This is an optimization exercise on Yosys and OpenROAD, whose aim is small area, not a production implementation.
The RTL was checked by simulation tests, not by an equivalence proof against the original design.
Power figures rest on the tool's default switching activity, not on a simulated workload.

==> design.v <==
`timescale 1ns/1ps
`default_nettype none
module sound_top (
	input  wire        clock,
	input  wire        reset,
	input  wire        ready,        
	input  wire [3:0]  game_state,
	input  wire        flash_busy,
	input  wire [7:0]  flash_data,
	output wire [22:0] flash_addr,
	output wire        flash_read,
	output logic       loaded,
	output logic [7:0] to_ac97_data
);
	localparam logic [3:0] GS_IDLE = 4'd0, GS_POP = 4'd4, GS_MISSED = 4'd9, GS_WHACKED = 4'd10;
	logic [3:0] k;         
	logic       rd;        
	logic       waiting;   
	logic [7:0] clip_mem [0:11];
	logic       ld_last;    
	logic       ld_done;    
	logic       arrive;     
	logic [2:0] ld_region;
	logic [3:0] ld_low;
	assign ld_last = (k == 4'd3) || (k == 4'd8) || (k == 4'd11);
	assign ld_done = (k == 4'd12);
	assign arrive  = !loaded && waiting && !flash_busy;
	always_comb begin
		if (k < 4'd4) begin
			ld_region = 3'd2; ld_low = k;
		end else if (k < 4'd9) begin
			ld_region = 3'd3; ld_low = k - 4'd4;
		end else begin
			ld_region = 3'd4; ld_low = k - 4'd9;
		end
	end
	assign flash_read = rd;
	assign flash_addr = {12'd0, loaded ? 3'd1 : ld_region, 4'd0, loaded ? k : ld_low};
	always_ff @(posedge clock)
		if (!reset && arrive)
			clip_mem[k] <= flash_data;
	logic [3:0] prev_state;
	logic [3:0] clip_addr;
	logic [3:0] clip_ra;       
	logic       clip_done;
	logic [7:0] fir_x;
	logic [3:0] clip_first, clip_last;
	logic       is_effect, entering, leaving_idle, stall, idle, advance;
	logic [7:0] music_byte;
	always_comb begin
		is_effect  = 1'b1;
		clip_first = 4'd0;
		clip_last  = 4'd3;
		case (game_state)
			GS_POP: ;
			GS_MISSED:  begin clip_first = 4'd4; clip_last = 4'd8;  end
			GS_WHACKED: begin clip_first = 4'd9; clip_last = 4'd11; end
			default: is_effect = 1'b0;
		endcase
	end
	assign idle         = (game_state == GS_IDLE);
	assign entering     = is_effect && (game_state != prev_state);
	assign leaving_idle = !idle && (prev_state == GS_IDLE);
	assign stall        = flash_busy || rd || leaving_idle;
	assign advance      = ready && !stall;
	always_ff @(posedge clock) begin
		clip_ra <= clip_addr;
		if (reset) begin
			k            <= 4'd0;
			rd           <= 1'b0;
			waiting      <= 1'b0;
			loaded       <= 1'b0;
			prev_state   <= GS_IDLE;
			clip_addr    <= 4'd0;
			clip_done    <= 1'b1;
			fir_x        <= 8'd0;
			to_ac97_data <= 8'd0;
		end else if (!loaded) begin
			if (!rd && !waiting) begin
				if (ld_done) begin
					loaded <= 1'b1;
					k      <= 4'd0;      
				end else
					rd <= 1'b1;          
			end else if (rd && !flash_busy) begin
				rd      <= 1'b0;
				waiting <= 1'b1;
			end else if (waiting && !flash_busy) begin
				waiting <= 1'b0;
				k       <= k + 4'd1;
				if (!ld_last)
					rd <= 1'b1;
			end
		end else begin
			prev_state <= game_state;
			if (rd && !flash_busy)
				rd <= 1'b0;
			if (idle) begin
				k     <= 4'd0;
				rd    <= 1'b0;
				fir_x <= 8'd0;
				if (ready)
					to_ac97_data <= 8'd0;
			end else begin
				if (!flash_busy)
					fir_x <= flash_data;
				if (leaving_idle)
					rd <= 1'b1;
				if (entering) begin
					clip_addr <= clip_first;
					clip_done <= 1'b0;
				end
				if (advance) begin
					k  <= k + 4'd1;
					rd <= 1'b1;
					if (is_effect && !clip_done && !entering) begin
						to_ac97_data <= music_byte + clip_mem[clip_ra];
						if (clip_addr == clip_last)
							clip_done <= 1'b1;
						else
							clip_addr <= clip_addr + 4'd1;
					end else
						to_ac97_data <= music_byte;
				end
			end
		end
	end
	logic [7:0]  ring [0:30];
	logic [7:0]  xb;           
	logic [7:0]  xsrc, val;
	logic [4:0]  r_age;        
	logic [4:0]  age;
	logic [4:0]  win;          
	logic        clear;        
	logic        act;
	logic signed [9:0]  coeff;
	logic signed [17:0] sum;
	logic signed [17:0] product;
	logic signed [7:0]  val_s;
	assign age  = ready ? ((r_age == 5'd30) ? 5'd0 : r_age + 5'd1) : r_age;
	assign act  = ready || (win != 5'd0);
	assign xsrc = ready ? fir_x : xb;
	assign val  = (age == 5'd0) ? xsrc : (clear ? 8'd0 : ring[30]);
	always_comb begin
		case (age)
			5'd0, 5'd1, 5'd29, 5'd30: coeff = -10'sd1;
			5'd2, 5'd28:              coeff = -10'sd3;
			5'd3, 5'd27:              coeff = -10'sd5;
			5'd4, 5'd26:              coeff = -10'sd6;
			5'd5, 5'd25:              coeff = -10'sd7;
			5'd6, 5'd24:              coeff = -10'sd5;
			5'd7, 5'd23:              coeff = 10'sd0;
			5'd8, 5'd22:              coeff = 10'sd10;
			5'd9, 5'd21:              coeff = 10'sd26;
			5'd10, 5'd20:             coeff = 10'sd46;
			5'd11, 5'd19:             coeff = 10'sd69;
			5'd12, 5'd18:             coeff = 10'sd91;
			5'd13, 5'd17:             coeff = 10'sd110;
			5'd14, 5'd16:             coeff = 10'sd123;
			5'd15:                    coeff = 10'sd128;
			default:                  coeff = 10'sd0;
		endcase
		if (!act)
			coeff = 10'sd0;
	end
	assign val_s      = val;
	assign product    = coeff * val_s;
	assign music_byte = sum[17:10];
	always_ff @(posedge clock) begin
		xb      <= xsrc;
		ring[0] <= val;
		for (int i = 1; i < 31; i++)
			ring[i] <= ring[i-1];
		r_age <= ready ? r_age : ((r_age == 5'd0) ? 5'd30 : r_age - 5'd1);
		if (reset) begin
			win   <= 5'd0;
			clear <= 1'b1;
			sum   <= 18'sd0;
		end else begin
			if (ready)
				win <= 5'd1;
			else if (win != 5'd0)
				win <= (win == 5'd30) ? 5'd0 : win + 5'd1;
			if (win == 5'd30)
				clear <= 1'b0;
			sum <= (ready ? 18'sd0 : sum) + product;
		end
	end
endmodule
`default_nettype wire
==> run.sh <==
#!/bin/bash
# synth_recipe.tcl (not shown) runs the flow's synth.tcl, then flattens the netlist and writes it again
# the make line also repeats each setting of config.mk as NAME=value (left out here)
make -C /OpenROAD-flow-scripts/flow DESIGN_CONFIG=/design/flow/config.mk WORK_HOME=/design/flow/orfs CLKGATE_MAP_FILE= SYNTH_SCRIPT=/design/flow/synth_recipe.tcl finish
==> config.mk <==
export PLATFORM = sky130hd
export DESIGN_NAME = sound_top
export DESIGN_NICKNAME = sound_top
export VERILOG_FILES = /design/flow/design.v
export SDC_FILE = /design/flow/constraint.sdc
export NUM_CORES = 4
export LEC_CHECK = 0
export CAP_MARGIN = 20
export CORE_MARGIN = 2
export CORE_UTILIZATION = 40
export SLEW_MARGIN = 20
==> constraint.sdc <==
create_clock -name core_clock -period 10.0 [get_ports {clock}]
set_input_delay 2.0000 -clock core_clock [delete_from_list [all_inputs] [get_ports {clock}]]
set_output_delay 2.0000 -clock core_clock [all_outputs]
set_load 0.01 [all_outputs]
==> notes.md <==
-- per-stage QoR --
| step | instance area (um^2) | hold slack (ns) | worst slack (ns) | utilization [%] | total power, mW |
|---|---|---|---|---|---|
| 2_1_floorplan | 16550 | 0.3096 | 1.578 | - | 1.868 |
| 3_3_place_gp | 17350 | 0.3100 | 0.8362 | 42.59 | 1.912 |
| 3_5_place_dp | 17350 | 0.3121 | 0.7088 | 42.59 | 1.912 |
| 4_1_cts | 18740 | 0.3196 | 1.244 | 45.99 | 3.459 |
| 5_1_grt | 18740 | 0.3193 | 0.7839 | 45.99 | 3.541 |
| 6_report | 18740 | 0.3181 | 1.216 | 45.99 | 3.408 |
-- registers in the layout (all words and copies together), names as in the netlist, 4 cells and up, named ones only --
signal        cells
sum              18
k                 4
win               5
ring            248
prev_state        4
to_ac97_data      8
clip_addr         4
clip_mem         96
r_age             5
xb                8
fir_x             8
-- layout make-up --
cell class | instances | share of cell area, %
Timing Repair Buffer | 46 | 2.270
Tap cell | 532 | 3.553
Sequential cell | 417 | 49.95
Clock buffer | 60 | 6.564
Clock inverter | 14 | 0.8280
Multi-Input combinational cell | 725 | 34.49
Inverter | 117 | 2.344
-- worst max-delay path by stage --
stage | from | end | slack [ns]
after floorplan | ready | sum[15]$_SDFF_PP0_ | 1.58
after global placement | ready | sum[14]$_SDFF_PP0_ | 0.84
after detailed placement | ready | sum[14]$_SDFF_PP0_ | 0.71
after CTS | ready | sum[14]$_SDFF_PP0_ | 1.24
after global routing | ready | sum[14]$_SDFF_PP0_ | 0.78
final | ready | sum[14]$_SDFF_PP0_ | 1.22
-- report_power, final --
| group | total [mW] | switching (mW) | internal [mW] |
|---|---|---|---|
| clock | 1.53 | 0.641 | 0.892 |
| sequential | 1.74 | 0.00704 | 1.73 |
| combinational | 0.139 | 0.0918 | 0.0476 |
-- critical path: stages --
cell and delay (ns):
sky130_fd_sc_hd__clkdlybuf4s50_1 0.68, sky130_fd_sc_hd__nand3_1 0.31, sky130_fd_sc_hd__nand2_1 0.25, sky130_fd_sc_hd__ha_1 0.17
sky130_fd_sc_hd__inv_1 0.07, sky130_fd_sc_hd__nor3_4 0.48, sky130_fd_sc_hd__mux2i_1 0.57, sky130_fd_sc_hd__inv_2 0.13
sky130_fd_sc_hd__and2_1 0.18, sky130_fd_sc_hd__fa_1 0.50, sky130_fd_sc_hd__inv_1 0.05, sky130_fd_sc_hd__fa_1 0.53
sky130_fd_sc_hd__inv_1 0.05, sky130_fd_sc_hd__fa_1 0.47, sky130_fd_sc_hd__fa_1 0.52, sky130_fd_sc_hd__fa_1 0.42
sky130_fd_sc_hd__ha_1 0.35, sky130_fd_sc_hd__o21ai_0 0.26, sky130_fd_sc_hd__o21ai_0 0.18, sky130_fd_sc_hd__a211oi_1 0.39
sky130_fd_sc_hd__o21bai_1 0.13, sky130_fd_sc_hd__a21oi_1 0.17, sky130_fd_sc_hd__mux2_2 0.34
-- kinds of logic after synthesis --
family / share of synthesized area, %
compound gates: 6.515
xor+xnor: 1.631
fa+ha+maj: 15.35
buf+inv: 4.437
flops: 56.73
mux: 6.105
other cells: 0.02273
simple gates: 9.208
-- layer usage --
layer	up-vias	track usage, %	share of wire, %
li1	4479	-	-
met1	4600	20.01	47
met2	139	22.83	47
met3	39	3.123	4.5
met4	0	4.212	1.9
met5	-	0	0
-- cell usage in the layout, fill, tap and decap left out, types with 5 or more instances in the layout --
cell	instances
sky130_fd_sc_hd__dfxtp_1	316
sky130_fd_sc_hd__nor2b_1	37
sky130_fd_sc_hd__o21ai_0	36
sky130_fd_sc_hd__o21a_1	9
sky130_fd_sc_hd__a21o_1	8
sky130_fd_sc_hd__mux2i_1	25
sky130_fd_sc_hd__o211ai_1	8
sky130_fd_sc_hd__nand3_1	14
sky130_fd_sc_hd__clkbuf_16	43
sky130_fd_sc_hd__nor3_1	13
sky130_fd_sc_hd__inv_2	5
sky130_fd_sc_hd__mux2_2	14
sky130_fd_sc_hd__clkdlybuf4s50_1	32
sky130_fd_sc_hd__conb_1	16
sky130_fd_sc_hd__fa_1	84
sky130_fd_sc_hd__and2_1	23
sky130_fd_sc_hd__a31oi_1	5
sky130_fd_sc_hd__a21oi_1	25
sky130_fd_sc_hd__ha_1	68
sky130_fd_sc_hd__buf_4	14
sky130_fd_sc_hd__xnor2_1	19
sky130_fd_sc_hd__nand2_1	80
sky130_fd_sc_hd__nor2_1	81
sky130_fd_sc_hd__nand2b_1	15
sky130_fd_sc_hd__xor2_1	8
sky130_fd_sc_hd__clkbuf_1	8
sky130_fd_sc_hd__mux4_2	24
sky130_fd_sc_hd__a211oi_1	10
sky130_fd_sc_hd__inv_1	112
sky130_fd_sc_hd__a22oi_1	16
sky130_fd_sc_hd__clkbuf_8	9
sky130_fd_sc_hd__edfxtp_1	101
==> notes.md <==
----------------------------------------------------
[CTS]
  Maximum count of clock buffers along a single path ... 3
  TritonCTS clock tree ... yes
  Clock latency on the worst-skew pair ... 0.56 ns
  Clock transition at the register clock pins on the worst setup and hold paths after CTS ... 0.06 ns
  CTS HTree Levels ... 2
  Post-CTS setup buffer count ... 0
  Resize count post-CTS ... 0
  # hold bufs at CTS ... 0
  Clock sink count ... ~420
  Num CTS Buffers ... 42
  CTS root buf ... sky130_fd_sc_hd__clkbuf_16

[Detailed routing]
  Total length of routed wires ... 30200 um
  Drc violations ... 0
  Initial DRC count ... 523
  Detailed-route wire length per cell ... 15.80 um
  Number of detailed-routing iterations run before antenna repair ... 5
  Post-detailed-route via-to-cell ratio ... approximately 4.8
  Via count ... 9257
  Number of antenna-violating nets in the routed design ... 0

[Floorplan]
  Core area ... 40740 um^2
  Core Rows ... 74
  X dimension of the die ... 207.1 um
  Num ports ... 49
  Die H ... just over 200 um
  Die area ... 42880 um^2
  Initial Util ... 40.49%

[Synthesis]
  Flip-flop cell with the highest count after synthesis ... sky130_fd_sc_hd__dfxtp_1
  Register area share after synthesis ... roughly 57%
  Most frequent cells after synthesis ... sky130_fd_sc_hd__dfxtp_1, sky130_fd_sc_hd__inv_1, sky130_fd_sc_hd__edfxtp_1, sky130_fd_sc_hd__fa_1, sky130_fd_sc_hd__nor2_1
  Biggest area contributors in the synthesized netlist ... sky130_fd_sc_hd__dfxtp_1, sky130_fd_sc_hd__edfxtp_1, sky130_fd_sc_hd__fa_1
  Synthesized instance count ... 1298
  Number of flip-flops and latches in the synthesized netlist ... 417
  Async set-reset flop share out of synthesis ... 0%
  Area fraction of the dominant cell type after synthesis ... between 30% and 40%
  Number of warning messages in the yosys log ... 2
  Post-synth EDFFs ... 101
  Distinct cell type count after synthesis ... 77
  Cell with the most instances after synthesis ... sky130_fd_sc_hd__dfxtp_1
  Synth area leader ... sky130_fd_sc_hd__dfxtp_1
  Cell area after technology mapping ... 16500 um^2
  Syn avg cell area ... 12.71 um^2

[Timing]
  Period utilisation layout ... 87.84%
  Relative slew slack ... between 40 and 50%
  Count of endpoints failing hold in the final timing report ... 0
  Max Clk Rate ... 113.8 MHz
  Post-Route Setup TNS ... 0 ns
  Final slew viol count ... 0
  Clock Skew ... about 0.014 ns
  RSZ-0062 raised after global routing ... false
  Least-Margin Pin Slew ... 0.8006 ns
  Setup-failing EPs final ... 0
  Fin crit period ... 8.784 ns

[Setup path]
  Critical-path maximum fanout ... 12
  Worst setup EP type ... register
  Reg2Reg Depth ... 25
  Worst endpoint data arrival time ... 9.23 ns
  Req. time, crit path ... 10.45 ns
  Worst Setup Start Kind ... input port
  Type of the worst setup path ... in -> reg
  Reg-to-Reg End ... sum[14]$_SDFF_PP0_
  Reg-to-reg startpoint ... r_age[0]$_SDFFCE_PN0N_
  Reg2reg setup slack ... 2.30 ns

[Final layout]
  Number of antenna diodes ... 0
  Sequential cell area ... between 9000 and 10000 um^2
  Final layout net count ... roughly 1500
  Area Overhead vs Synth ... 13.58%
  Non-Filler Instances ... around 1900
  Layout cells sized above 1 ... about 10%
  Multi-input gate area in the final layout ... 6462 um^2
  Count of fill cells added during filler insertion ... 3681

[Hold path]
  Worst Hold Launch ... ring[5][6]$_DFF_P_
  Worst min-delay path class ... reg -> reg
  Endpoint with the worst hold slack ... ring[6][6]$_DFF_P_
  Hold Crit Depth ... 0

[Power and ir drop]
  Worst vdd rail ir drop ... 0.0001820 V
  Power per standard cell area ... 181.9 nW/um^2
  Static power due to leakage ... around 7.6 nW

[Run]
  Max_cap viols ... 0

[Global routing]
  Total GRT Usage ... 14.44%
  Number of antenna violations at the first check in global routing ... 0
  Global route total overflow ... 0
  Via count of the first global-routing pass ... just over 9000
  Pin count of the biggest net entering global routing ... 48
  Wire length of the first global-routing pass ... 49830 um

[Place]
  Final weighted congestion in routability-driven placement ... roughly 0.84
  IO buf count ... 32
  Placed wire-length estimate ... between 20000 and 25000 um
  Placed cell count ... 1837

[Run status]
  Result of the run ... complete, no violations

----------------------------------------------------

-- static timing again, ports no longer ideal --
No port has a modelled driver above. Below, the same layout with a new extraction and two added sets of constraints.
Step 1 (the two cells are an assumption about what drives the block):
set clk [get_ports {clock}]
set_driving_cell -lib_cell sky130_fd_sc_hd__clkbuf_16 $clk
set_driving_cell -lib_cell sky130_fd_sc_hd__buf_2 [delete_from_list [all_inputs] $clk]
Step 2 times the ports against the registers' clock, not the clock port: input delays grow and output delays shrink by t, the midpoint of the rising clock arrivals with the driver on.
Slacks: ideal ports / drivers / drivers and shift; pairs: ideal ports / drivers.
t, ns: 0.605
slack for setup (ns): 1.216 / 1.223 / 0.617
clock arrival spread, ns: 0.017 / 0.017
worst slew at a driven data input, ns: 0.05
pins driven straight from the clock port: 1
After both steps setup and hold are still met in this run. The setup slack of this run moves by +0.007 ns with the drivers and by -0.599 ns with both steps.
